What follows belongs to an exercise in optimizing a design on an open flow for small area and a short achievable clock period; a production flow would make more cautious choices.
No run shown here included a check of the RTL's function; only the layout flow was run.
Power is estimated from default activity; no workload was simulated.

$ cat design/flow/config.mk
export PLATFORM = sky130hd
export DESIGN_NAME = qspi_mem_top
export DESIGN_NICKNAME = qspi_mem_top
export VERILOG_FILES = /design/flow/design.v
export SDC_FILE = /design/flow/constraint.sdc
export NUM_CORES = 4
export LEC_CHECK = 0
export CAP_MARGIN = 20
export CORE_MARGIN = 2
export CORE_UTILIZATION = 40
export SLEW_MARGIN = 20
$ cat design/flow/constraint.sdc
create_clock -name core_clock -period 4.0 [get_ports {clk}]
set_input_delay 0.8000 -clock core_clock [delete_from_list [all_inputs] [get_ports {clk}]]
set_output_delay 0.8000 -clock core_clock [all_outputs]
set_load 0.01 [all_outputs]
$ cat design/flow/design.v
package qspi_mem_pkg;
    typedef logic [7:0] data_byte_t;    
    typedef logic [3:0] nibble_t;       
endpackage
module byte_ram (
    input  logic                     clk,
    input  logic                     we,        
    input  logic [3:0]               ring,
    input  qspi_mem_pkg::data_byte_t wdata,
    output qspi_mem_pkg::data_byte_t rdata      
);
    logic [127:0] rings [16];
    qspi_mem_pkg::data_byte_t tails [16];
    for (genvar r = 0; r < 16; r++) begin : g_ring
        assign tails[r] = rings[r][127:120];
        always_ff @(posedge clk) begin
            rings[r] <= {rings[r][119:0],
                         (we && ring == 4'(r)) ? wdata : rings[r][127:120]};
        end
    end
    assign rdata = tails[ring];
endmodule
module qspi_phy (
    input  logic                  clk,
    input  logic                  qspi_reset,
    input  logic                  qspi_clk,
    input  logic                  qspi_ncs,
    input  qspi_mem_pkg::nibble_t io_in,
    output logic                  rise,      
    output logic                  desel,     
    output qspi_mem_pkg::nibble_t io_s
);
    logic [2:0] sck_sync;
    logic [1:0] cs_sync;
    qspi_mem_pkg::nibble_t io_sync0;
    always_ff @(posedge clk or posedge qspi_reset) begin
        if (qspi_reset) begin
            sck_sync <= 3'b000;
            cs_sync  <= 2'b11;
        end else begin
            sck_sync <= {sck_sync[1:0], qspi_clk};
            cs_sync  <= {cs_sync[0], qspi_ncs};
        end
    end
    always_ff @(posedge clk) begin
        io_sync0 <= io_in;
        io_s     <= io_sync0;
    end
    assign desel = cs_sync[1];
    assign rise  = sck_sync[1] && !sck_sync[2] && !desel;
endmodule
module qspi_mem_ctrl (
    input  logic                     clk,
    input  logic                     qspi_reset,
    input  logic                     rise,
    input  logic                     desel,
    input  qspi_mem_pkg::nibble_t    io_s,
    output qspi_mem_pkg::nibble_t    io_out,
    output logic                     io_oe,
    output logic                     mem_we,
    output logic [3:0]               mem_ring,
    output qspi_mem_pkg::data_byte_t mem_wdata,
    input  qspi_mem_pkg::data_byte_t mem_rdata
);
    logic [3:0] cnt;
    logic       wr;           
    logic       pend;         
    logic [3:0] phase;        
    logic [7:0] addr;
    qspi_mem_pkg::data_byte_t dbuf;
    qspi_mem_pkg::nibble_t    nib;
    qspi_mem_pkg::nibble_t    oq;
    logic       hit;
    logic even, c7, c_odd_rd, c12, c_odd_wr;
    assign even     = !cnt[0];
    assign c7       = cnt == 4'd7;
    assign c_odd_rd = cnt == 4'd11 || cnt == 4'd13;
    assign c12      = cnt == 4'd12;
    assign c_odd_wr = cnt[3] && cnt[0];
    assign hit       = pend && phase == addr[3:0];
    assign mem_we    = hit && wr;
    assign mem_ring  = addr[7:4];
    assign mem_wdata = dbuf;
    assign io_out    = oq;
    always_ff @(posedge clk or posedge qspi_reset) begin
        if (qspi_reset) begin
            cnt   <= 4'd0;
            io_oe <= 1'b0;
        end else if (desel) begin
            cnt   <= 4'd0;
            io_oe <= 1'b0;
        end else if (rise) begin
            cnt <= (cnt == 4'd13) ? 4'd12 : cnt + 4'd1;
            if (!wr && c_odd_rd) io_oe <= 1'b1;
        end
    end
    always_ff @(posedge clk) begin
        phase <= phase + 4'd1;
        if (rise && cnt == 4'd1) wr <= io_s[0];
        if (rise && c7) begin
            addr <= {nib, io_s};
        end else if (hit) begin
            addr <= addr + 8'd1;
        end
        if (rise && ((c7 && !wr) || (c_odd_rd && !wr) || (c_odd_wr && wr))) begin
            pend <= 1'b1;
        end else if (hit) begin
            pend <= 1'b0;
        end
        if (rise && wr && c_odd_wr) begin
            dbuf <= {nib, io_s};
        end else if (hit && !wr) begin
            dbuf <= mem_rdata;
        end
        if (rise && even && (wr || !cnt[3])) begin
            nib <= io_s;
        end else if (rise && !wr && c_odd_rd) begin
            nib <= dbuf[3:0];
        end
        if (rise && !wr && c_odd_rd) begin
            oq <= dbuf[7:4];
        end else if (rise && !wr && c12) begin
            oq <= nib;
        end
    end
endmodule
module qspi_mem_top #(
    parameter int mem_depth = 256
) (
    input  logic    clk,
    input  logic    qspi_reset,
    input  logic    qspi_clk,
    input  logic    qspi_ncs,
    input  qspi_mem_pkg::nibble_t io_in,
    output qspi_mem_pkg::nibble_t io_out,
    output logic    io_oe
);
    logic                     rise;
    logic                     desel;
    qspi_mem_pkg::nibble_t    io_s;
    logic                     mem_we;
    logic [3:0]               mem_ring;
    qspi_mem_pkg::data_byte_t mem_wdata;
    qspi_mem_pkg::data_byte_t mem_rdata;
    qspi_phy phy_i (
        .clk        (clk),
        .qspi_reset (qspi_reset),
        .qspi_clk   (qspi_clk),
        .qspi_ncs   (qspi_ncs),
        .io_in      (io_in),
        .rise       (rise),
        .desel      (desel),
        .io_s       (io_s)
    );
    qspi_mem_ctrl ctrl_i (
        .clk        (clk),
        .qspi_reset (qspi_reset),
        .rise       (rise),
        .desel      (desel),
        .io_s       (io_s),
        .io_out     (io_out),
        .io_oe      (io_oe),
        .mem_we     (mem_we),
        .mem_ring   (mem_ring),
        .mem_wdata  (mem_wdata),
        .mem_rdata  (mem_rdata)
    );
    byte_ram ram_i (
        .clk   (clk),
        .we    (mem_we),
        .ring  (mem_ring),
        .wdata (mem_wdata),
        .rdata (mem_rdata)
    );
endmodule
$ cat design/flow/run.sh
#!/bin/bash
# synth_recipe.tcl (not shown) runs the flow's synth.tcl, then flattens the netlist and writes it again
# the make line also repeats each setting of config.mk as NAME=value (left out here)
make -C /OpenROAD-flow-scripts/flow DESIGN_CONFIG=/design/flow/config.mk WORK_HOME=/design/flow/orfs CLKGATE_MAP_FILE= SYNTH_SCRIPT=/design/flow/synth_recipe.tcl finish
==> run_results.csv, run 1 <==
group,metric,value,unit
setup_path,max_stage_delay,0.99,ns
cts,cts_tree,"done",
sta,tns,0,ns
cts,cts_num_sinks,2096,
die,initial_core_util,40.2,%
die,dieHeight,343,um
synth,syn_area_per_cell,18.0,um^2
synth,synth-edff-count,25,
drt,wl_per_cell,15.8,um
synth,synth.area.mux_share,4.26,%
placement,place_hpwl,42000,um
sta,setup_viol,0,
cts,clkSlewWorstSetupHoldPaths,0.06,ns
final_layout,nets,2733,
final_layout,layout_commonest_cell,"dfxtp_1",
pwr,ir_drop,0.000454,V
sta,slew_viol_final,0,
global_routing,overflow,0,
synth,netlist_instances,2552,
synth,async_flop_share,0.477,%
global_routing,grt_usage,12.0,%
synth,synth_flop_cell,"dfxtp_1",
sta,worstMarginPinSlew,1.14,ns
drt,ant_nets,0,
cts,clockRootBuffer,"clkbuf_16",
synth,synthAdderAreaFrac,0.0545,%
synth,synth_area,45900,um^2
setup_path,endpoint_kind,"register",
die,die_width,343,um
drt,num_vias,17500,
cts,ctsHoldBuffers,0,
sta,maxSlewHeadroom,24.1,%
synth,yosys.area_share.simple,1.81,%
status,status,"finished clean",
die,die_area,118000,um^2
sta,finalCritPeriodShare,71.8,%
synth,synth_compound_area_share,1.01,%
sta,period_minus_slack,2.87,ns
cts,htreeDepth,4,
drt,drt_first_pass_iters,6,
global_routing,antenna_found_initial,4,
cts,cts_resized,0,
cts,cts.path.max_buffers,3,
drt,route.met2.wl,29200,um
cts,cts_buffers,182,
worst_hold_path,min_path_type,"register to register",
synth,synth-xor-area-share,0.305,%
final_layout,fin_util,47.5,%
setup_path,cp_cell_sequence,"nand2_1 -> nor2_1 -> and3_1 -> mux2_2",
drt,top_layer_used,"met5",
synth,yosys.cell_types.count,52,
placement,gp_congestion,0.848,
setup_path,cp_max_fo,27,
synth,synthesis.nets,2562,
die,rows,124,
setup_path,crit_type,"register to register",
setup_path,critPathSlowestCell,"edfxtp_1",
drt,avgViaCountPerCell,3.99,
drt,wl,69500,um
setup_path,start_kind,"register",
final_layout,drive_above_1_share,16.5,%
sta,skew,0.0317,ns
final_layout,area_delta_synth_final,18.2,%
synth,synth-seq-cells,2096,
drt,wl_met3,3230,um
setup_path,cp_data_required_time,4.63,ns
die,core_area,114000,um^2
placement,io_buffers,12,
global_routing,grt_pass1_wl,106000,um
synth,synth_warnings,5,
pwr,power_density,714,nW/um^2
synth,ys_seq_area_share,92.0,%
global_routing,grt_max_degree,28,
final_layout,mostFrequentLayoutCells,"2061 x dfxtp_1, 185 x clkbuf_16, 131 x mux2_2",
die,io_pins,13,
drt,drtIter0Drc,1022,
cts,clk_latency,0.76,ns
pwr,leakagePower,21.7,nW
sta,max_freq,348,MHz
flow_run,cap_viol_max_count,0,
global_routing,grt_pass1_vias,17800,
synth,synth_top_family_by_area,"multiplexers",
sta,timing_hold_violations_final,0,
sta,rsz0062_at_grt,"no",
drt,drc_errors,0,
cts,cts_setup_buffers,0,
drt,wl_met1,35000,um
setup_path,cp.arrival,3.50,ns
## critical path, delay by kind of cell (launching register included)
kind / cells / cell delay [ns]
simple gates: 3 / 1.34
flops: 1 / 0.99
mux: 1 / 0.41
## logic make-up (layout without fill, tap and decap cells)
group           count (synthesis)  after routing
compound gates                 73             73
xor+xnor                       16             16
fa+ha+maj                       2              2
buf+inv                        45            373
flops                        2096           2096
mux                           175            175
other cells                     0              4
simple gates                  145            145
## state kept, by name, summed over array words and instances (netlist names)
name and cells:
ctrl_i.addr 8, ctrl_i.cnt 4, ctrl_i.dbuf 8, ctrl_i.io_oe 1, ctrl_i.nib 4, ctrl_i.oq 4, ctrl_i.pend 1, ctrl_i.phase 4
ctrl_i.wr 1, phy_i.cs_sync 2, phy_i.io_s 4, phy_i.io_sync0 4, phy_i.sck_sync 3, ram_i.rings 2048
## power by group
part	switching [mW]	internal (mW)
sequential	0.0129	20.9
clock	7.44	10.4
combinational	0.00881	0.0111
total	7.46	31.3
## worst paths after layout
| kind | start | end | slack [ns] | cells after the start |
|---|---|---|---|---|
| worst max-delay path | ctrl_i.addr[4] | ram_i.rings[3][2] | 1.13 | 4 |
| worst min-delay path | ram_i.rings[14][43] | ram_i.rings[14][51] | 0.30 | 0 |
| worst max register to register | ctrl_i.addr[4] | ram_i.rings[3][2] | 1.13 | 4 |
| worst min register to register | ram_i.rings[14][43] | ram_i.rings[14][51] | 0.30 | 0 |
| max in group asynchronous | qspi_reset | phy_i.cs_sync[1] | 3.30 | 2 |
| min in group asynchronous | qspi_reset | phy_i.sck_sync[0] | 0.36 | 2 |
## cells in the mapped netlist, drive strengths merged, types with 2 or more instances
master       number  share of area [%]
a21oi            21               0.23
nor3b             4              0.065
a22oi             9               0.15
dlygate4sd1       8               0.15
a221oi            3              0.057
xnor2             7               0.13
nor3             29               0.47
nand4             8               0.11
a22o              2              0.038
o32ai             6               0.11
nand2b            3              0.041
a211oi            2              0.033
dfxtp          2061                 90
clkbuf           17               0.14
inv               7              0.057
mux2i            36               0.78
mux2            139                3.5
nand2            26               0.21
buf              13               0.20
edfxtp           25                1.6
xor2              9               0.17
o22ai            11               0.15
nand3            19               0.22
nor2             22               0.19
and3              8               0.11
dfrtp             8               0.44
dfstp             2               0.11
nor2b             9               0.12
ha                2              0.054
or2               2              0.027
or3               7              0.095
o21ai            14               0.15
or2b              2              0.038
## routing by layer
metal / up-vias / track usage (%)
met3: 144 / 3.13
met2: 370 / 17.4
met1: 8412 / 17.1
met4: 2 / 4.92
li1: 8596 / -
met5: - / 0
## metrics by stage
step | std cells | instance area (um^2) | setup WS [ns] | hold WS, ns | power [mW]
5_1_grt | 4392 | 54300 | 0.919 | 0.302 | 40.0
3_5_place_dp | 4051 | 47900 | 1.14 | 0.312 | 21.4
6_report | 4396 | 54300 | 1.13 | 0.305 | 38.7
2_1_floorplan | 2552 | 45900 | 1.89 | 0.310 | 21.4
3_3_place_gp | 4045 | 47800 | 1.22 | 0.309 | 21.4
4_1_cts | 4392 | 54300 | 1.09 | 0.300 | 39.2
## layout make-up
type / instances / area [um^2]
fillers: 9495 / 59900
clock inverters: 77 / 1020
clock buffers: 264 / 5370
repair buffers: 25 / 284
inverters: 7 / 26.3
multi-input cells: 411 / 3420
well taps: 1512 / 1890
diodes: 4 / 10.0
flip-flops and latches: 2096 / 42300
==> inputs of run 2 (changes only) <==
--- a/design/flow/design.v
+++ b/design/flow/design.v
@@ -70,14 +70,13 @@
     qspi_mem_pkg::data_byte_t dbuf;
     qspi_mem_pkg::nibble_t    nib;
     qspi_mem_pkg::nibble_t    oq;
-    logic       hit;
+    logic       hit;          
     logic even, c7, c_odd_rd, c12, c_odd_wr;
     assign even     = !cnt[0];
     assign c7       = cnt == 4'd7;
     assign c_odd_rd = cnt == 4'd11 || cnt == 4'd13;
     assign c12      = cnt == 4'd12;
     assign c_odd_wr = cnt[3] && cnt[0];
-    assign hit       = pend && phase == addr[3:0];
     assign mem_we    = hit && wr;
     assign mem_ring  = addr[7:4];
     assign mem_wdata = dbuf;
@@ -96,6 +95,7 @@
     end
     always_ff @(posedge clk) begin
         phase <= phase + 4'd1;
+        hit   <= pend && !hit && phase == addr[3:0];
         if (rise && cnt == 4'd1) wr <= io_s[0];
         if (rise && c7) begin
             addr <= {nib, io_s};
--- a/design/flow/config.mk
+++ b/design/flow/config.mk
@@ -8,4 +8,5 @@
 export CAP_MARGIN = 20
 export CORE_MARGIN = 2
 export CORE_UTILIZATION = 40
+export SETUP_SLACK_MARGIN = 2.0
 export SLEW_MARGIN = 20
==> run_results.csv, run 2 <==
group,metric,value,unit
worst_hold_path,min_path_type,"register to register",
drt,top_layer_used,"met5",
drt,wl_met1,33900,um
drt,drtIter0Drc,1143,
synth,synth_warnings,5,
setup_path,max_stage_delay,0.44,ns
setup_path,start_kind,"register",
synth,syn_area_per_cell,18.0,um^2
setup_path,crit_buf_inv,1,
synth,synth_area,45800,um^2
placement,placed_cell_area,47800,um^2
pwr,ir_drop,0.000436,V
synth,synth.area.top_cells,"dfxtp_1 90%, mux2_2 3.3%, edfxtp_1 1.6%, mux2i_1 0.55%, dfrtp_1 0.44%",
setup_path,startpoint,"ctrl_i.oq[3]",
drt,route.met2.wl,30000,um
cts,cts_num_sinks,2097,
drt,avgViaCountPerCell,4.07,
flow_run,cap_viol_max_count,0,
synth,yosys.cell_types.count,55,
sta,tns,0,ns
final_layout,largest-register,"ram_i.rings",
final_layout,postLayoutCellArea,54900,um^2
setup_path,cp_data_required_time,3.20,ns
global_routing,grt_pass1_vias,18000,
setup_path,cp.arrival,1.38,ns
pwr,leakagePower,21.9,nW
setup_path,critPathSlowestCell,"edfxtp_1",
cts,cts_tree,"done",
synth,yosys-top-cells-count,"2062 x dfxtp_1, 135 x mux2_2, 25 x edfxtp_1, 25 x mux2i_1",
synth,yosysMostFrequentCell,"dfxtp_1",
placement,io_buffers,12,
sta,rsz0062_at_grt,"yes",
worst_hold_path,hold_path.startpoint,"ram_i.rings[7][58]",
global_routing,overflow,0,
sta,holdWs,0.301,ns
cts,cts.path.max_buffers,3,
sta,timing_hold_violations_final,0,
final_layout,largest_reg_flops,2048,
drt,num_vias,18100,
drt,wl_met3,4100,um
pwr,power_density,697,nW/um^2
pwr,internal_power,31.0,mW
sta,worstMarginPinSlew,0.961,ns
pwr,share_clk_of_total_power,45.3,%
synth,netlist_instances,2552,
final_layout,num-fill-cells,9358,
setup_path,endpoint_kind,"primary output",
sta,maxSlewHeadroom,35.9,%
drt,drc_errors,0,
sta,skew,0.0458,ns
drt,drt_first_pass_iters,7,
setup_path,cp_max_fo,1,
final_layout,layout_commonest_cell,"dfxtp_1",
die,io_pins,13,
synth,yosysTopAreaCell,"dfxtp_1",
final_layout,nets,2785,
sta,slew_viol_final,0,
global_routing,antenna_found_initial,7,
sta,period_minus_slack,2.18,ns
die,core_area,114000,um^2
final_layout,seqCellArea,42300,um^2
die,rows,124,
setup_path,crit_type,"register to primary output",
synth,synth-seq-cells,2097,
global_routing,grt_pass1_wl,106000,um
synth,ys_seq_area_share,92.3,%
synth,synth-edff-count,25,
status,status,"finished clean",
drt,wl_per_cell,16.1,um
sta,max_freq,459,MHz
die,die_area,117000,um^2
die,dieHeight,343,um
final_layout,area_delta_synth_final,19.9,%
placement,place_hpwl,43000,um
cts,htreeDepth,4,
global_routing,grt_max_degree,28,
cts,clkSlewWorstSetupHoldPaths,0.06,ns
final_layout,multiInputGateArea,3760,um^2
final_layout,mostFrequentLayoutCells,"2062 x dfxtp_1, 186 x clkbuf_16, 123 x mux2_2",
drt,ant_nets,0,
die,initial_core_util,40.2,%
final_layout,largest_registers,"ram_i.rings: 2048 flops, ctrl_i.addr: 8 flops, ctrl_i.dbuf: 8 flops",
global_routing,grt_usage,12.1,%
setup_path,cp_cell_sequence,"buf_2",
cts,ctsHoldBuffers,0,
drt,wl,71400,um
pwr,pwr-share-seq,54.7,%
sta,finalCritPeriodShare,54.4,%
placement,gp_congestion,0.961,
final_layout,drive_above_1_share,18.7,%
synth,synthesis.nets,2562,
sta,setup_viol,0,
synth,synth_top_area_share,90.1,%
cts,clockRootBuffer,"clkbuf_16",
synth,synth_flop_cell,"dfxtp_1",
pwr,switchingPower,7.30,mW
die,die_width,343,um
cts,cts_buffers,181,
setup_path,cpLargestDelayFamily,"flip-flops",
cts,clk_latency,0.76,ns
setup_path,r2r-start,"ctrl_i.addr[7]",
pwr,sw_frac_of_total,19.1,%
pwr,power_frac_comb,0.1,%
synth,async_flop_share,0.477,%
run 2: cell types whose count changed after synthesis, sizes merged, moves of 5 or more:
cell | before | now
nor3 | 29 | 10
nor2 | 22 | 35
nor4 | 0 | 5
mux2i | 36 | 25
dlygate4sd1 | 8 | 0
a211oi | 2 | 12
a32o | 0 | 5
run 2: layer usage:
metal | global-route usage (%) | up-vias
met2 | 17.7 | 580
met5 | 0 | -
met1 | 16.6 | 8493
li1 | - | 8712
met4 | 5.95 | 2
met3 | 3.16 | 265
run 2: layout make-up:
class	count	share of cell area (%)
multi-input combinational	412	6.84
clock inverter	63	1.67
clock buffer	262	9.55
inverter	7	0.0478
timing repair buffer	76	1.45
sequential	2097	77.0
tap	1512	3.44
antenna	10	0.0455
run 2: path summary, 6_finish.rpt:
check | to | slack [ns] | depth (start not counted)
max | io_out[3] | 1.82 | 1
min | ram_i.rings[7][66] | 0.30 | 0
max reg2reg | ram_i.rings[14][4] | 1.85 | 8
min reg2reg | ram_i.rings[7][66] | 0.30 | 0
max in group asynchronous | ctrl_i.io_oe | 3.29 | 2
min in group asynchronous | ctrl_i.cnt[3] | 0.36 | 2
run 2: stage by stage:
step	power [mW]	instances	util, %	setup slack [ns]
after global placement	21.4	4047	41.9	1.37
after global routing	39.6	4429	48.2	1.77
after floorplan	21.4	2552	-	2.16
after CTS	38.7	4402	47.7	1.76
final	38.3	4439	48.2	1.82
after detailed placement	21.4	4050	41.9	1.31
run 2: cell families after synthesis:
group	synth area share [%]
DFF	92.3
muxes	3.99
and+or+nand+nor	1.79
AOI/OAI and AO/OA	1.20
buffers and inverters	0.434
xor gates and xnor gates	0.268
adders and majority gates	0.0546
run 2: timing repair:
action | in CTS | in global routing
buffers inserted | 27 | 25
pin swaps | 8 | 17
resized for setup | 55 | 70
endpoints found under the setup margin | 172 | 114
gates cloned | 0 | 2
run 2: power groups by stage:
| stage | Combinational [mW] | Clock [mW] | Sequential, mW |
|---|---|---|---|
| after detailed placement | 0.0221 | 0 | 21.4 |
| after floorplan | 0.0135 | 0 | 21.4 |
| after CTS | 0.0230 | 17.8 | 20.9 |
| after global placement | 0.0209 | 0 | 21.4 |
| final | 0.0250 | 17.3 | 20.9 |
| after global routing | 0.0268 | 18.7 | 20.9 |
run 2: worst reg2reg max path: stages, from the launching register on:
cell and delay, ns:
edfxtp_1 0.55, buf_6 0.15, buf_6 0.09, nand4_1 0.24, buf_4 0.24, buf_4 0.13, nor2_4 0.13, buf_12 0.14
mux2_2 0.33
==> inputs of run 3 (changes only) <==
--- a/design/flow/config.mk
+++ b/design/flow/config.mk
@@ -7,6 +7,7 @@
 export LEC_CHECK = 0
 export CAP_MARGIN = 20
 export CORE_MARGIN = 2
-export CORE_UTILIZATION = 40
+export CORE_UTILIZATION = 65
+export PLACE_DENSITY = 0.75
 export SETUP_SLACK_MARGIN = 2.0
 export SLEW_MARGIN = 20
==> run_results.csv, run 3 <==
group,metric,value,unit
final_layout,seqCellArea,42300,um^2
placement,gp_congestion,0.826,
synth,synthesis.nets,2562,
drt,avgViaCountPerCell,4.80,
synth,yosys.cell_types.count,55,
drt,num_vias,18500,
pwr,leakagePower,22.0,nW
final_layout,num-fill-cells,3503,
final_layout,layout_commonest_cell,"dfxtp_1",
pwr,internal_power,30.9,mW
sta,max_freq,456,MHz
synth,yosysTopAreaCell,"dfxtp_1",
final_layout,mostFrequentLayoutCells,"2062 x dfxtp_1, 178 x clkbuf_16, 134 x mux2_2",
final_layout,largest_registers,"ram_i.rings: 2048 flops, ctrl_i.addr: 8 flops, ctrl_i.dbuf: 8 flops",
sta,setup_viol,0,
setup_path,cp.arrival,1.39,ns
worst_hold_path,min_path_type,"register to register",
sta,slew_viol_final,0,
synth,netlist_instances,2552,
die,die_area,72700,um^2
synth,syn_area_per_cell,18.0,um^2
cts,clockRootBuffer,"clkbuf_16",
sta,finalCritPeriodShare,54.8,%
die,dieHeight,270,um
sta,setup_ws,1.81,ns
die,initial_core_util,65.6,%
die,core_area,69900,um^2
pwr,share_clk_of_total_power,45.7,%
pwr,sw_frac_of_total,20.0,%
setup_path,max_stage_delay,0.48,ns
setup_path,endpoint_kind,"primary output",
final_layout,largest_reg_flops,2048,
synth,synth_area,45800,um^2
setup_path,cp_max_fo,1,
placement,io_buffers,12,
flow_run,cap_viol_max_count,0,
setup_path,crit_type,"register to primary output",
final_layout,multiInputGateArea,3670,um^2
setup_path,crit_buf_inv,1,
global_routing,grt_usage,24.4,%
synth,yosys-top-cells-count,"2062 x dfxtp_1, 135 x mux2_2, 25 x edfxtp_1, 25 x mux2i_1",
cts,clkSlewWorstSetupHoldPaths,0.09,ns
cts,cts_tree,"done",
drt,drt_first_pass_iters,5,
drt,ant_nets,0,
drt,drtIter0Drc,1087,
final_layout,drive_above_1_share,19.1,%
synth,synth_flop_cell,"dfxtp_1",
setup_path,cp_data_required_time,3.20,ns
placement,place_inst,3479,
drt,drc_errors,0,
status,status,"finished clean",
final_layout,largest-register,"ram_i.rings",
sta,skew,0.0594,ns
cts,htreeDepth,4,
sta,worstMarginPinSlew,1.16,ns
synth,synth-edff-count,25,
final_layout,area_delta_synth_final,18.0,%
setup_path,cpLargestDelayFamily,"flip-flops",
setup_path,cp_cell_sequence,"buf_6",
pwr,pwr-share-seq,54.2,%
synth,synth.area.top_cells,"dfxtp_1 90%, mux2_2 3.3%, edfxtp_1 1.6%, mux2i_1 0.55%, dfrtp_1 0.44%",
synth,synth_warnings,5,
final_layout,final_cell_count_no_fill,3857,
global_routing,antenna_found_initial,5,
global_routing,overflow,0,
synth,synth_top_area_share,90.1,%
setup_path,start_kind,"register",
placement,place_hpwl,45600,um
final_layout,nets,2784,
sta,timing_hold_violations_final,0,
pwr,power_frac_comb,0.1,%
die,die_width,270,um
placement,dp_slack,1.47,ns
drt,wl_per_cell,23.4,um
cts,cts_buffers,173,
cts,cts_num_sinks,2097,
drt,wl,90400,um
die,rows,97,
global_routing,grt_max_degree,37,
global_routing,grt_pass1_vias,20300,
synth,yosysMostFrequentCell,"dfxtp_1",
pwr,switchingPower,7.74,mW
synth,async_flop_share,0.477,%
synth,ys_seq_area_share,92.3,%
pwr,power_density,714,nW/um^2
sta,period_minus_slack,2.19,ns
cts,cts.path.max_buffers,3,
die,io_pins,13,
global_routing,grt_pass1_wl,129000,um
synth,synth-seq-cells,2097,
sta,rsz0062_at_grt,"yes",
setup_path,critPathSlowestCell,"edfxtp_1",
sta,maxSlewHeadroom,22.4,%
pwr,ir_drop,0.000655,V
cts,clk_latency,0.79,ns
sta,tns,0,ns
run 3: layer usage:
layer	global-route usage, %	up-vias	routed length (um)
li1	-	8695	-
met1	31.1	9185	38700
met2	41.6	455	45500
met3	4.44	177	3200
met4	9.11	6	2830
met5	0	-	45
run 3: kinds of logic (layout without fill, tap and decap cells):
| group | after synthesis | after routing | share of synthesized area (%) |
|---|---|---|---|
| flip-flops | 2097 | 2097 | 92.3 |
| multiplexers | 164 | 164 | 3.99 |
| AND/OR/NAND/NOR | 147 | 147 | 1.79 |
| AO/OA/AOI/OAI | 84 | 84 | 1.20 |
| buffers and inverters | 44 | 407 | 0.434 |
| XOR/XNOR | 14 | 14 | 0.268 |
| adder cells (fa/ha/maj) | 2 | 2 | 0.0546 |
| other | 0 | 2 | 0 |
run 3: area by class of cell:
cell class | instances | share of cell area [%]
multi-input combinational | 411 | 6.79
sequential | 2097 | 78.2
timing repair buffer | 84 | 1.63
clock inverter | 63 | 1.68
tap | 940 | 2.18
antenna | 2 | 0.00926
inverter | 7 | 0.0486
clock buffer | 253 | 9.46
run 3: timing repair:
item | 4_1_cts | 5_1_grt
resized for setup | 70 | 43
setup buffers | 31 | 25
endpoints found under the setup margin | 182 | 90
pin swaps | 11 | 20
gates cloned | 2 | 2
hold endpoints to repair | 0 | 0
hold buffers | 0 | 0
run 3: per-stage QoR:
step / total power [mW] / hold slack [ns] / util, % / area, um^2
finish: 38.6 / 0.288 / 77.3 / 54100
global route: 39.6 / 0.302 / 77.3 / 54100
CTS: 38.8 / 0.288 / 76.7 / 53600
detailed placement: 21.4 / 0.312 / 67.3 / 47000
global placement: 21.4 / 0.310 / 67.3 / 47000
floorplan: 21.4 / 0.310 / - / 45800
run 3: worst paths after layout:
path	cells past startpoint	slack (ns)	endpoint	from
worst max-delay path	1	1.81	io_out[0]	ctrl_i.oq[0]
worst min register to register	0	0.29	ram_i.rings[2][62]	ram_i.rings[2][54]
min in group asynchronous	2	0.37	phy_i.sck_sync[0]	qspi_reset
max in group asynchronous	2	3.30	phy_i.cs_sync[1]	qspi_reset
worst min-delay path	0	0.29	ram_i.rings[2][62]	ram_i.rings[2][54]
worst max register to register	3	1.96	ctrl_i.oq[2]	phy_i.sck_sync[2]
run 3: power groups by stage:
stage	logic, mW	clock network [mW]	registers, mW
after detailed placement	0.0213	0	21.4
after global routing	0.0380	18.7	20.9
final	0.0358	17.7	20.9
after CTS	0.0255	17.8	20.9
after global placement	0.0191	0	21.4
after floorplan	0.0135	0	21.4
==> inputs of run 4 (changes only) <==
--- a/design/flow/design.v
+++ b/design/flow/design.v
@@ -69,29 +69,28 @@
     logic [7:0] addr;
     qspi_mem_pkg::data_byte_t dbuf;
     qspi_mem_pkg::nibble_t    nib;
-    qspi_mem_pkg::nibble_t    oq;
+    qspi_mem_pkg::nibble_t    hi;           
     logic       hit;          
-    logic even, c7, c_odd_rd, c12, c_odd_wr;
+    logic even, c7, c_odd_rd, c_odd_wr;
     assign even     = !cnt[0];
     assign c7       = cnt == 4'd7;
     assign c_odd_rd = cnt == 4'd11 || cnt == 4'd13;
-    assign c12      = cnt == 4'd12;
     assign c_odd_wr = cnt[3] && cnt[0];
     assign mem_we    = hit && wr;
     assign mem_ring  = addr[7:4];
     assign mem_wdata = dbuf;
-    assign io_out    = oq;
     always_ff @(posedge clk or posedge qspi_reset) begin
         if (qspi_reset) begin
-            cnt   <= 4'd0;
-            io_oe <= 1'b0;
+            cnt <= 4'd0;
         end else if (desel) begin
-            cnt   <= 4'd0;
-            io_oe <= 1'b0;
+            cnt <= 4'd0;
         end else if (rise) begin
             cnt <= (cnt == 4'd13) ? 4'd12 : cnt + 4'd1;
-            if (!wr && c_odd_rd) io_oe <= 1'b1;
         end
+    end
+    always_ff @(posedge clk) begin
+        io_oe  <= !wr && cnt[3] && cnt[2];
+        io_out <= cnt[0] ? nib : hi;
     end
     always_ff @(posedge clk) begin
         phase <= phase + 4'd1;
@@ -118,9 +117,7 @@
             nib <= dbuf[3:0];
         end
         if (rise && !wr && c_odd_rd) begin
-            oq <= dbuf[7:4];
-        end else if (rise && !wr && c12) begin
-            oq <= nib;
+            hi <= dbuf[7:4];
         end
     end
 endmodule
==> run_results.csv, run 4 <==
group,metric,value,unit
sta,maxSlewHeadroom,22.8,%
synth,synth_warnings,5,
global_routing,grt_pass1_vias,20100,
final_layout,mostFrequentLayoutCells,"2062 x dfxtp_1, 181 x clkbuf_16, 131 x mux2_2",
cts,cts_num_sinks,2101,
synth,synth_flop_cell,"dfxtp_1",
synth,synth-seq-cells,2101,
final_layout,area_delta_synth_final,17.3,%
synth,syn_area_per_cell,18.0,um^2
drt,num_vias,18400,
global_routing,overflow,0,
setup_path,r2r-start,"ctrl_i.addr[5]",
placement,io_buffers,12,
drt,avgViaCountPerCell,4.78,
global_routing,grt_usage,23.8,%
synth,synth_area,46100,um^2
status,status,"finished clean",
setup_path,crit_type,"register to register",
synth,yosys-top-cells-count,"2067 x dfxtp_1, 131 x mux2_2, 33 x mux2i_1",
sta,slew_viol_final,0,
setup_path,max_stage_delay,0.53,ns
final_layout,largest-register,"ram_i.rings",
synth,synth-edff-count,25,
setup_path,endpoint_kind,"register",
cts,clkSlewWorstSetupHoldPaths,0.07,ns
final_layout,largest_registers,"ram_i.rings: 2048 flops, ctrl_i.addr: 8 flops, ctrl_i.dbuf: 8 flops",
sta,skew,0.0531,ns
setup_path,critPathSlowestCell,"or4_1",
setup_path,cp.arrival,2.55,ns
setup_path,cp_max_fo,11,
placement,place_hpwl,43500,um
drt,drt_first_pass_iters,7,
cts,clockRootBuffer,"clkbuf_16",
cts,ctsHoldBuffers,0,
sta,max_freq,486,MHz
global_routing,antenna_found_initial,7,
final_layout,drive_above_1_share,18.5,%
setup_path,startpoint,"ctrl_i.addr[5]",
global_routing,grt_max_degree,22,
die,rows,97,
worst_hold_path,min_path_cells,0,
synth,synthesis.nets,2575,
pwr,power_density,708,nW/um^2
cts,cts_tree,"done",
worst_hold_path,min_path_type,"register to register",
cts,cts.path.max_buffers,3,
die,die_area,73100,um^2
sta,period_minus_slack,2.06,ns
die,dieHeight,270,um
drt,wl,85700,um
final_layout,nets,2779,
setup_path,start_kind,"register",
drt,ant_nets,0,
synth,yosysMostFrequentCell,"dfxtp_1",
cts,htreeDepth,4,
synth,netlist_instances,2563,
die,io_pins,13,
setup_path,ff2ff_setup_slack,1.94,ns
flow_run,cap_viol_max_count,0,
pwr,power.total,38.3,mW
final_layout,largest_reg_flops,2048,
setup_path,r2r_cells,6,
sta,finalCritPeriodShare,51.4,%
cts,cts_buffers,175,
setup_path,endpoint,"ctrl_i.dbuf[4]",
sta,tns,0,ns
pwr,leakagePower,21.8,nW
synth,async_flop_share,0.428,%
die,die_width,270,um
setup_path,cp_data_required_time,4.49,ns
setup_path,cp_cell_sequence,"buf_4 -> buf_12 -> mux2i_4 -> o22ai_1 -> or4_1 -> o221a_1",
synth,yosys.cell_types.count,69,
cts,clk_latency,0.76,ns
drt,drtIter0Drc,1095,
synth,ys_seq_area_share,91.8,%
die,core_area,70100,um^2
setup_path,reg2reg_to,"ctrl_i.dbuf[4]",
drt,wl_per_cell,22.3,um
pwr,ir_drop,0.000663,V
global_routing,grt_pass1_wl,126000,um
placement,gp_congestion,0.844,
final_layout,layout_commonest_cell,"dfxtp_1",
synth,yosysTopAreaCell,"dfxtp_1",
sta,timing_hold_violations_final,0,
drt,drc_errors,0,
sta,worstMarginPinSlew,1.16,ns
die,initial_core_util,65.8,%
synth,synth_top_area_share,89.7,%
sta,rsz0062_at_grt,"yes",
synth,synth.area.top_cells,"dfxtp_1 90%, mux2_2 3.2%, edfxtp_1 1.6%, mux2i_1 0.72%, dfrtp_1 0.38%",
sta,setup_viol,0,
[run 4: cell types whose count changed in the layout (fill, tap and decap cells not counted), moves of 8 or more]
cell / before / now
bufinv_16: 15 / 7
buf_4: 52 / 30
nand3_1: 16 / 7
inv_1: 7 / 15
o22ai_1: 7 / 16
clkinv_2: 29 / 21
[run 4: worst max-delay path, delay by kind of cell (launching register included)]
family	cells	cell delay, ns
AO/OA/AOI/OAI	2	0.31
buffers and inverters	2	0.31
AND/OR/NAND/NOR	1	0.53
flip-flops	1	0.37
multiplexers	1	0.27
[run 4: what timing repair did]
item                       in CTS  in global routing
resized for setup              67                 30
setup buffers                  34                  9
pin swaps                      15                 10
setup endpoints to repair     174                108
gates cloned                    3                  0
[run 4: worst min-delay path by stage]
| stage | endpoint | slack (ns) | startpoint |
|---|---|---|---|
| floorplan | phy_i.io_s[0] | 0.31 | phy_i.io_sync0[0] |
| global placement | ram_i.rings[10][78] | 0.31 | ram_i.rings[10][70] |
| detailed placement | ram_i.rings[0][109] | 0.31 | ram_i.rings[0][101] |
| CTS | ram_i.rings[12][103] | 0.27 | ram_i.rings[12][95] |
| global route | ram_i.rings[12][103] | 0.28 | ram_i.rings[12][95] |
| finish | ram_i.rings[4][47] | 0.28 | ram_i.rings[4][39] |
[run 4: routing by layer]
metal,wire [um],GRT usage (%)
met5,0,0
met4,2860,10.1
met3,3310,4.93
met2,42700,40.2
met1,36800,29.9
[run 4: per-stage QoR]
stage	setup slack [ns]	hold slack, ns	instances	util, %	area [um^2]
finish	1.94	0.276	3852	77.1	54100
global route	1.90	0.280	3851	77.1	54100
CTS	1.85	0.270	3839	76.7	53800
detailed placement	1.28	0.312	3483	67.4	47300
global placement	1.28	0.310	3482	67.4	47300
floorplan	2.06	0.310	2563	-	46100
[run 4: cell type report]
type / instances / area (um^2)
antenna: 3 / 7.51
clock buffer: 270 / 5340
clock inverter: 49 / 628
fill: 3582 / 16000
inverter: 15 / 56.3
multi-input combinational: 407 / 3710
sequential: 2101 / 42400
tap: 940 / 1180
timing repair buffer: 67 / 826
[run 4: report_power, final]
group | switching (mW) | leakage (nW) | internal, mW | total (mW)
combinational | 0.0166 | 1.92 | 0.0162 | 0.0328
sequential | 0.0113 | 17.0 | 21.0 | 21.0
clock | 7.53 | 2.93 | 9.75 | 17.3
[run 4: kinds of logic after synthesis]
logic type	synth area share [%]
AOI/OAI and AO/OA	1.39
buffers and inverters	0.659
and+or+nand+nor	1.84
xor gates and xnor gates	0.228
DFF	91.8
muxes	3.99
adders and majority gates	0.108
==> inputs of run 5 (changes only) <==
--- a/design/flow/design.v
+++ b/design/flow/design.v
@@ -5,7 +5,7 @@
 module byte_ram (
     input  logic                     clk,
     input  logic                     we,        
-    input  logic [3:0]               ring,
+    input  logic [15:0]              sel,       
     input  qspi_mem_pkg::data_byte_t wdata,
     output qspi_mem_pkg::data_byte_t rdata      
 );
@@ -14,11 +14,15 @@
     for (genvar r = 0; r < 16; r++) begin : g_ring
         assign tails[r] = rings[r][127:120];
         always_ff @(posedge clk) begin
-            rings[r] <= {rings[r][119:0],
-                         (we && ring == 4'(r)) ? wdata : rings[r][127:120]};
+            rings[r] <= {rings[r][119:0], (we && sel[r]) ? wdata : tails[r]};
         end
     end
-    assign rdata = tails[ring];
+    always_comb begin
+        rdata = '0;
+        for (int r = 0; r < 16; r++) begin
+            rdata = rdata | (tails[r] & {8{sel[r]}});
+        end
+    end
 endmodule
 module qspi_phy (
     input  logic                  clk,
@@ -58,7 +62,7 @@
     output qspi_mem_pkg::nibble_t    io_out,
     output logic                     io_oe,
     output logic                     mem_we,
-    output logic [3:0]               mem_ring,
+    output logic [15:0]              mem_sel,
     output qspi_mem_pkg::data_byte_t mem_wdata,
     input  qspi_mem_pkg::data_byte_t mem_rdata
 );
@@ -70,14 +74,16 @@
     qspi_mem_pkg::data_byte_t dbuf;
     qspi_mem_pkg::nibble_t    nib;
     qspi_mem_pkg::nibble_t    hi;           
-    logic       hit;          
+    logic       hit_w;        
+    logic       hit_r;        
+    logic       hit;
     logic even, c7, c_odd_rd, c_odd_wr;
     assign even     = !cnt[0];
     assign c7       = cnt == 4'd7;
     assign c_odd_rd = cnt == 4'd11 || cnt == 4'd13;
     assign c_odd_wr = cnt[3] && cnt[0];
-    assign mem_we    = hit && wr;
-    assign mem_ring  = addr[7:4];
+    assign hit       = hit_w || hit_r;
+    assign mem_we    = hit_w;
     assign mem_wdata = dbuf;
     always_ff @(posedge clk or posedge qspi_reset) begin
         if (qspi_reset) begin
@@ -94,7 +100,9 @@
     end
     always_ff @(posedge clk) begin
         phase <= phase + 4'd1;
-        hit   <= pend && !hit && phase == addr[3:0];
+        hit_w   <= pend && wr && phase == addr[3:0];
+        hit_r   <= pend && !wr && phase == addr[3:0];
+        mem_sel <= 16'd1 << addr[7:4];     
         if (rise && cnt == 4'd1) wr <= io_s[0];
         if (rise && c7) begin
             addr <= {nib, io_s};
@@ -108,7 +116,7 @@
         end
         if (rise && wr && c_odd_wr) begin
             dbuf <= {nib, io_s};
-        end else if (hit && !wr) begin
+        end else if (hit_r) begin
             dbuf <= mem_rdata;
         end
         if (rise && even && (wr || !cnt[3])) begin
@@ -136,7 +144,7 @@
     logic                     desel;
     qspi_mem_pkg::nibble_t    io_s;
     logic                     mem_we;
-    logic [3:0]               mem_ring;
+    logic [15:0]              mem_sel;
     qspi_mem_pkg::data_byte_t mem_wdata;
     qspi_mem_pkg::data_byte_t mem_rdata;
     qspi_phy phy_i (
@@ -158,14 +166,14 @@
         .io_out     (io_out),
         .io_oe      (io_oe),
         .mem_we     (mem_we),
-        .mem_ring   (mem_ring),
+        .mem_sel    (mem_sel),
         .mem_wdata  (mem_wdata),
         .mem_rdata  (mem_rdata)
     );
     byte_ram ram_i (
         .clk   (clk),
         .we    (mem_we),
-        .ring  (mem_ring),
+        .sel   (mem_sel),
         .wdata (mem_wdata),
         .rdata (mem_rdata)
     );
--- a/design/flow/config.mk
+++ b/design/flow/config.mk
@@ -8,6 +8,8 @@
 export CAP_MARGIN = 20
 export CORE_MARGIN = 2
 export CORE_UTILIZATION = 65
+export CTS_CLUSTER_DIAMETER = 120
+export CTS_CLUSTER_SIZE = 30
 export PLACE_DENSITY = 0.75
-export SETUP_SLACK_MARGIN = 2.0
+export SETUP_SLACK_MARGIN = 2.3
 export SLEW_MARGIN = 20
==> run_results.csv, run 5 <==
group,metric,value,unit
status,status,"finished clean",
setup_path,r2r_cells,3,
placement,placed_cell_area,46900,um^2
synth,yosysTopAreaCell,"dfxtp_1",
setup_path,reg2reg_to,"ctrl_i.addr[1]",
die,die_area,72500,um^2
setup_path,cpLargestDelayFamily,"flip-flops",
sta,max_freq,524,MHz
die,die_width,269,um
setup_path,cp_max_fo,1,
cts,clkSlewWorstSetupHoldPaths,0.11,ns
worst_hold_path,min_path_cells,0,
die,dieHeight,269,um
synth,synth_flop_cell,"dfxtp_1",
flow_run,cap_viol_max_count,0,
die,io_pins,13,
setup_path,crit_type,"register to primary output",
synth,synth_area,45700,um^2
global_routing,grt_max_degree,32,
synth,synth.area.top_cells,"dfxtp_1 91%, mux2_2 3.4%, edfxtp_1 1.6%, a221oi_1 0.46%, a22o_1 0.46%",
final_layout,largest_registers,"ram_i.rings: 2048 flops, ctrl_i.mem_sel: 16 flops",
setup_path,cp_data_required_time,3.20,ns
setup_path,cp_cell_sequence,"buf_6",
sta,slew_viol_final,0,
sta,worstMarginPinSlew,1.17,ns
setup_path,endpoint_kind,"primary output",
setup_path,r2r-start,"phy_i.sck_sync[2]",
cts,cts_buffers,80,
sta,tns,0,ns
sta,holdWs,0.311,ns
setup_path,max_stage_delay,0.34,ns
global_routing,grt_pass1_vias,17000,
global_routing,grt_usage,19.2,%
synth,synth-edff-count,25,
final_layout,drive_above_1_share,10.5,%
setup_path,cp.arrival,1.11,ns
drt,num_vias,16600,
pwr,power_density,623,nW/um^2
synth,synth_warnings,5,
cts,ctsHoldBuffers,0,
setup_path,critPathSlowestCell,"dfxtp_2",
global_routing,antenna_found_initial,5,
cts,cts.path.max_buffers,3,
synth,netlist_instances,2498,
worst_hold_path,holdPathEnd,"ram_i.rings[6][12]",
placement,place_hpwl,43000,um
synth,yosys.cell_types.count,37,
synth,yosys-top-cells-count,"2084 x dfxtp_1, 137 x mux2_2, 33 x clkbuf_1",
drt,wl,69700,um
final_layout,mostFrequentLayoutCells,"2075 x dfxtp_1, 133 x mux2_2, 83 x clkbuf_16",
cts,clk_latency,0.68,ns
synth,async_flop_share,0.425,%
sta,period_minus_slack,1.91,ns
sta,maxSlewHeadroom,22.2,%
worst_hold_path,hold_path.startpoint,"ram_i.rings[6][4]",
synth,synthesis.nets,2510,
sta,timing_hold_violations_final,0,
final_layout,largest_reg_flops,2048,
setup_path,start_kind,"register",
cts,htreeDepth,3,
synth,synth_top_area_share,91.2,%
synth,synth-seq-cells,2118,
drt,drtIter0Drc,1137,
setup_path,crit_buf_inv,1,
global_routing,grt_pass1_wl,102000,um
placement,io_buffers,12,
drt,drt_first_pass_iters,7,
sta,finalCritPeriodShare,47.7,%
setup_path,ff2ff_setup_slack,2.24,ns
drt,wl_per_cell,19.8,um
cts,cts_tree,"done",
die,core_area,69900,um^2
final_layout,largest-register,"ram_i.rings",
pwr,ir_drop,0.000416,V
synth,ys_seq_area_share,93.3,%
final_layout,nets,2580,
sta,skew,0.0376,ns
cts,cts_num_sinks,2118,
die,initial_core_util,65.4,%
drt,avgViaCountPerCell,4.71,
pwr,leakagePower,19.5,nW
worst_hold_path,min_path_type,"register to register",
die,rows,97,
sta,rsz0062_at_grt,"yes",
drt,drc_errors,0,
synth,syn_area_per_cell,18.3,um^2
drt,ant_nets,0,
placement,gp_congestion,0.865,
cts,clockRootBuffer,"clkbuf_16",
synth,yosysMostFrequentCell,"dfxtp_1",
final_layout,postLayoutCellArea,49300,um^2
final_layout,layout_commonest_cell,"dfxtp_1",
sta,setup_viol,0,
global_routing,overflow,0,
final_layout,area_delta_synth_final,7.71,%
==> run 5: report_power, final <==
group / internal (mW) / switching [mW]
clock: 3.80 / 5.71
combinational: 0.0212 / 0.0198
sequential: 21.1 / 0.0131
==> run 5: area by class of cell <==
| cell class | instances | area, um^2 |
|---|---|---|
| antenna | 3 | 7.51 |
| clock buffer | 92 | 2110 |
| clock inverter | 4 | 42.5 |
| fill | 4219 | 20600 |
| inverter | 5 | 18.8 |
| multi-input combinational | 339 | 3000 |
| sequential | 2118 | 42700 |
| tap | 940 | 1180 |
| timing repair buffer | 24 | 206 |
==> run 5: routing by layer <==
metal / track usage [%] / share of wire (%) / up-vias
met5: 0 / 0.024 / -
met2: 30.5 / 45 / 304
met1: 27.1 / 48 / 8090
met3: 3.17 / 3.5 / 134
li1: - / - / 8076
met4: 6.86 / 3.4 / 2
==> run 5: logic make-up (layout without fill, tap and decap cells) <==
group | after synthesis | after routing | share of synthesized area, %
fa+ha+maj | 4 | 4 | 0.109
flops | 2118 | 2118 | 93.3
buf+inv | 41 | 125 | 0.345
mux | 139 | 139 | 3.43
xor+xnor | 12 | 12 | 0.230
simple gates | 99 | 99 | 1.05
other cells | 0 | 3 | 0
compound gates | 85 | 85 | 1.49
==> run 5: stage by stage <==
step                instances  util [%]  total power, mW  setup slack, ns
detailed placement       3417      67.1             21.7             1.61
finish                   3525      70.5             30.7             2.09
global placement         3417      67.1             21.6             1.64
floorplan                2498         -             21.6             2.24
global route             3522      70.5             31.6             2.04
CTS                      3519      70.4             30.9             1.85
==> run 5: timing repair <==
action / in CTS / in global routing
endpoints found under the setup margin: 70 / 37
pin swaps: 2 / 4
buffers inserted: 6 / 1
gates resized for setup: 39 / 20
cloned: 0 / 2
==> run 5: worst max path at each step <==
stage	depth (start not counted)	endpoint	from	slack [ns]
2_1_floorplan	4	ctrl_i.addr[1]	phy_i.cs_sync[1]	2.24
3_3_place_gp	4	ctrl_i.addr[5]	ctrl_i.cnt[0]	1.64
3_5_place_dp	4	ctrl_i.addr[2]	ctrl_i.cnt[0]	1.61
4_1_cts	1	io_out[2]	ctrl_i.io_out[2]	1.85
5_1_grt	1	io_oe	ctrl_i.io_oe	2.04
6_report	1	io_oe	ctrl_i.io_oe	2.09
==> inputs of run 6 (changes only) <==
--- a/design/flow/config.mk
+++ b/design/flow/config.mk
@@ -5,11 +5,12 @@
 export SDC_FILE = /design/flow/constraint.sdc
 export NUM_CORES = 4
 export LEC_CHECK = 0
+export ABC_AREA = 1
 export CAP_MARGIN = 20
 export CORE_MARGIN = 2
 export CORE_UTILIZATION = 65
 export CTS_CLUSTER_DIAMETER = 120
 export CTS_CLUSTER_SIZE = 30
 export PLACE_DENSITY = 0.75
-export SETUP_SLACK_MARGIN = 2.3
+export SETUP_SLACK_MARGIN = 2.0
 export SLEW_MARGIN = 20
==> run_results.csv, run 6 <==
group,metric,value,unit
status,status,"finished clean",
pwr,ir_drop,0.000508,V
cts,cts_setup_buffers,0,
drt,avgViaCountPerCell,4.70,
pwr,sw_frac_of_total,19.1,%
synth,yosys-top-cells-count,"2084 x dfxtp_1, 368 x nand2_1, 75 x o21ai_1",
pwr,power_density,623,nW/um^2
final_layout,largest-register,"ram_i.rings",
placement,gp_congestion,0.853,
setup_path,r2r-start,"ctrl_i.cnt[0]",
final_layout,nets,2922,
synth,yosysTopAreaCell,"dfxtp_1",
global_routing,grt_pass1_vias,18600,
cts,clockRootBuffer,"clkbuf_16",
die,core_area,70100,um^2
cts,ctsHoldBuffers,0,
setup_path,ff2ff_setup_slack,2.07,ns
drt,drc_errors,0,
placement,place_hpwl,41400,um
cts,cts_num_sinks,2118,
global_routing,grt_max_degree,32,
cts,clk_latency,0.67,ns
synth,synth_warnings,5,
synth,netlist_instances,2861,
synth,syn_area_per_cell,16.1,um^2
placement,io_buffers,12,
cts,cts_tree,"done",
final_layout,num-fill-cells,4290,
setup_path,cp_data_required_time,4.33,ns
die,io_pins,13,
drt,drt_first_pass_iters,7,
global_routing,overflow,0,
placement,placed_cell_area,47200,um^2
setup_path,endpoint_kind,"register",
synth,synth_area,46200,um^2
sta,timing_hold_violations_final,0,
setup_path,cp_max_fo,10,
cts,cts_resized,20,
sta,setup_viol,0,
worst_hold_path,holdPathEnd,"ram_i.rings[3][40]",
synth,synth_top_area_share,90.4,%
final_layout,mostFrequentLayoutCells,"2083 x dfxtp_1, 368 x nand2_1, 80 x clkbuf_16",
sta,slew_viol_final,0,
setup_path,cp.arrival,2.26,ns
setup_path,reg2reg_to,"ctrl_i.addr[0]",
synth,synthesis.nets,2873,
final_layout,largest_reg_flops,2048,
sta,period_minus_slack,1.93,ns
drt,num_vias,18200,
synth,synth-edff-count,25,
cts,clkSlewWorstSetupHoldPaths,0.11,ns
pwr,internal_power,24.8,mW
final_layout,largest_registers,"ram_i.rings: 2048 flops, ctrl_i.mem_sel: 16 flops",
worst_hold_path,hold_path.startpoint,"ram_i.rings[3][32]",
worst_hold_path,min_path_cells,0,
drt,wl,71600,um
die,dieHeight,270,um
synth,yosys.cell_types.count,35,
setup_path,start_kind,"register",
pwr,switchingPower,5.86,mW
synth,async_flop_share,0.425,%
drt,wl_per_cell,18.5,um
cts,cts.path.max_buffers,3,
setup_path,crit_type,"register to register",
pwr,share_clk_of_total_power,31.1,%
cts,htreeDepth,3,
synth,synth_flop_cell,"dfxtp_1",
pwr,pwr-share-seq,68.8,%
global_routing,antenna_found_initial,0,
sta,max_freq,518,MHz
final_layout,drive_above_1_share,4.55,%
drt,drtIter0Drc,1424,
die,die_width,270,um
synth,yosysMostFrequentCell,"dfxtp_1",
die,initial_core_util,65.8,%
flow_run,cap_viol_max_count,0,
global_routing,grt_pass1_wl,109000,um
synth,synth-seq-cells,2118,
sta,finalCritPeriodShare,48.3,%
pwr,leakagePower,20.8,nW
cts,cts_buffers,80,
final_layout,seqCellArea,42700,um^2
die,die_area,73200,um^2
final_layout,postLayoutCellArea,49300,um^2
global_routing,grt_usage,19.8,%
final_layout,layout_commonest_cell,"dfxtp_1",
final_layout,fin_util,70.2,%
final_layout,multiInputGateArea,3010,um^2
sta,tns,0,ns
synth,ys_seq_area_share,92.5,%
pwr,power_frac_comb,0.1,%
sta,skew,0.0235,ns
sta,worstMarginPinSlew,1.10,ns
worst_hold_path,min_path_type,"register to register",
die,rows,97,
final_layout,area_delta_synth_final,6.73,%
drt,ant_nets,0,
sta,rsz0062_at_grt,"no",
synth,synth.area.top_cells,"dfxtp_1 90%, nand2_1 3.0%, edfxtp_1 1.6%, o21ai_1 0.81%, o21ai_0 0.68%",
setup_path,r2r_cells,5,
sta,maxSlewHeadroom,26.3,%
==> run 6: how the worst max path moves through the flow <==
| stage | to | from | depth (start not counted) | slack (ns) |
|---|---|---|---|---|
| finish | ctrl_i.addr[0] | ctrl_i.cnt[0] | 5 | 2.07 |
| global route | ctrl_i.addr[0] | ctrl_i.cnt[0] | 5 | 2.02 |
| CTS | io_out[1] | ctrl_i.io_out[1] | 1 | 2.06 |
| detailed placement | ctrl_i.addr[6] | ctrl_i.cnt[0] | 5 | 2.13 |
| global placement | ctrl_i.addr[5] | ctrl_i.cnt[0] | 5 | 2.30 |
| floorplan | ctrl_i.addr[0] | ctrl_i.cnt[0] | 5 | 2.38 |
==> run 6: power groups by stage <==
stage / logic (mW) / clock network, mW / registers (mW)
3_5_place_dp: 0.0324 / 0 / 21.6
3_3_place_gp: 0.0308 / 0 / 21.6
4_1_cts: 0.0311 / 9.71 / 21.1
6_report: 0.0308 / 9.53 / 21.1
5_1_grt: 0.0334 / 10.4 / 21.1
2_1_floorplan: 0.0152 / 0 / 21.6
==> run 6: layer usage <==
layer  vias to the layer above  wire (um)  share of wire [%]  track usage, %
met3                       159       2940                4.1            3.05
met5                         -          0                  0               0
met1                      8680      33000                 46            27.4
met2                       431      33300                 47            32.2
li1                       8901          -                  -               -
met4                         0       2380                3.3            6.92
==> run 6: kinds of logic (layout without fill, tap and decap cells) <==
group / Yosys count / in the layout / share of synthesized area, %
AO/OA/AOI/OAI: 147 / 147 / 1.63
flip-flops: 2118 / 2118 / 92.5
XOR/XNOR: 8 / 8 / 0.152
adder cells (fa/ha/maj): 4 / 4 / 0.108
AND/OR/NAND/NOR: 502 / 502 / 4.64
other: 0 / 2 / 0
buffers and inverters: 82 / 145 / 0.965
==> run 6: area by class of cell <==
class                   count  area share [%]
inverters                  37           0.287
repair buffers             12           0.193
flip-flops and latches   2118            86.7
multi-input cells         661            6.12
well taps                 940            2.39
clock buffers              88            4.12
diodes                      2          0.0102
clock inverters             8           0.203
==> run 6: critical path, stage by stage, from the launching register on <==
cell and delay (ns):
dfrtp_1 0.54, ha_1 0.27, nand3_2 0.15, nor2_8 0.22, inv_4 0.09, nand3_1 0.31
==> run 6: per-stage QoR <==
stage                     cells  power [mW]  setup WS, ns  hold WS (ns)
after global placement     3768        21.7          2.30         0.310
after floorplan            2861        21.6          2.38         0.310
after detailed placement   3768        21.7          2.13         0.312
after global routing       3864        31.5          2.02         0.328
after CTS                  3864        30.9          2.06         0.328
final                      3866        30.7          2.07         0.316

[separate check: timing with driven ports]
The results above use ideal ports. As a check the final layouts listed here were re-extracted and re-timed, cells and wires unchanged.
Step 1, drivers: a clkbuf_16 drives clk and a buf_2 each remaining input, both assumed.
Step 2 adds t to the input delays and takes it off the output delays; t is the mean of the earliest and latest rising clock arrival at the registers after step 1. Input paths then give back, and output paths get back, about the clock's delay inside the block.
a / b / c = no drivers / after step 1 / after step 2; a / b = the first two.
run	shift t [ns]	setup WS [ns]	worst hold slack (ns)
run 1	0.812	1.128 / 1.128 / 1.128	0.305 / 0.305 / 0.305
run 2	0.802	1.823 / 1.757 / 1.851	0.301 / 0.301 / 0.301
run 3	0.823	1.808 / 1.742 / 1.960	0.288 / 0.288 / 0.288
run 4	0.795	1.942 / 1.933 / 1.942	0.276 / 0.276 / 0.276
run 5	0.722	2.091 / 2.029 / 2.239	0.311 / 0.311 / 0.311
run 6	0.724	2.069 / 2.040 / 2.069	0.316 / 0.316 / 0.316
After both steps setup and hold are still met in every run listed.
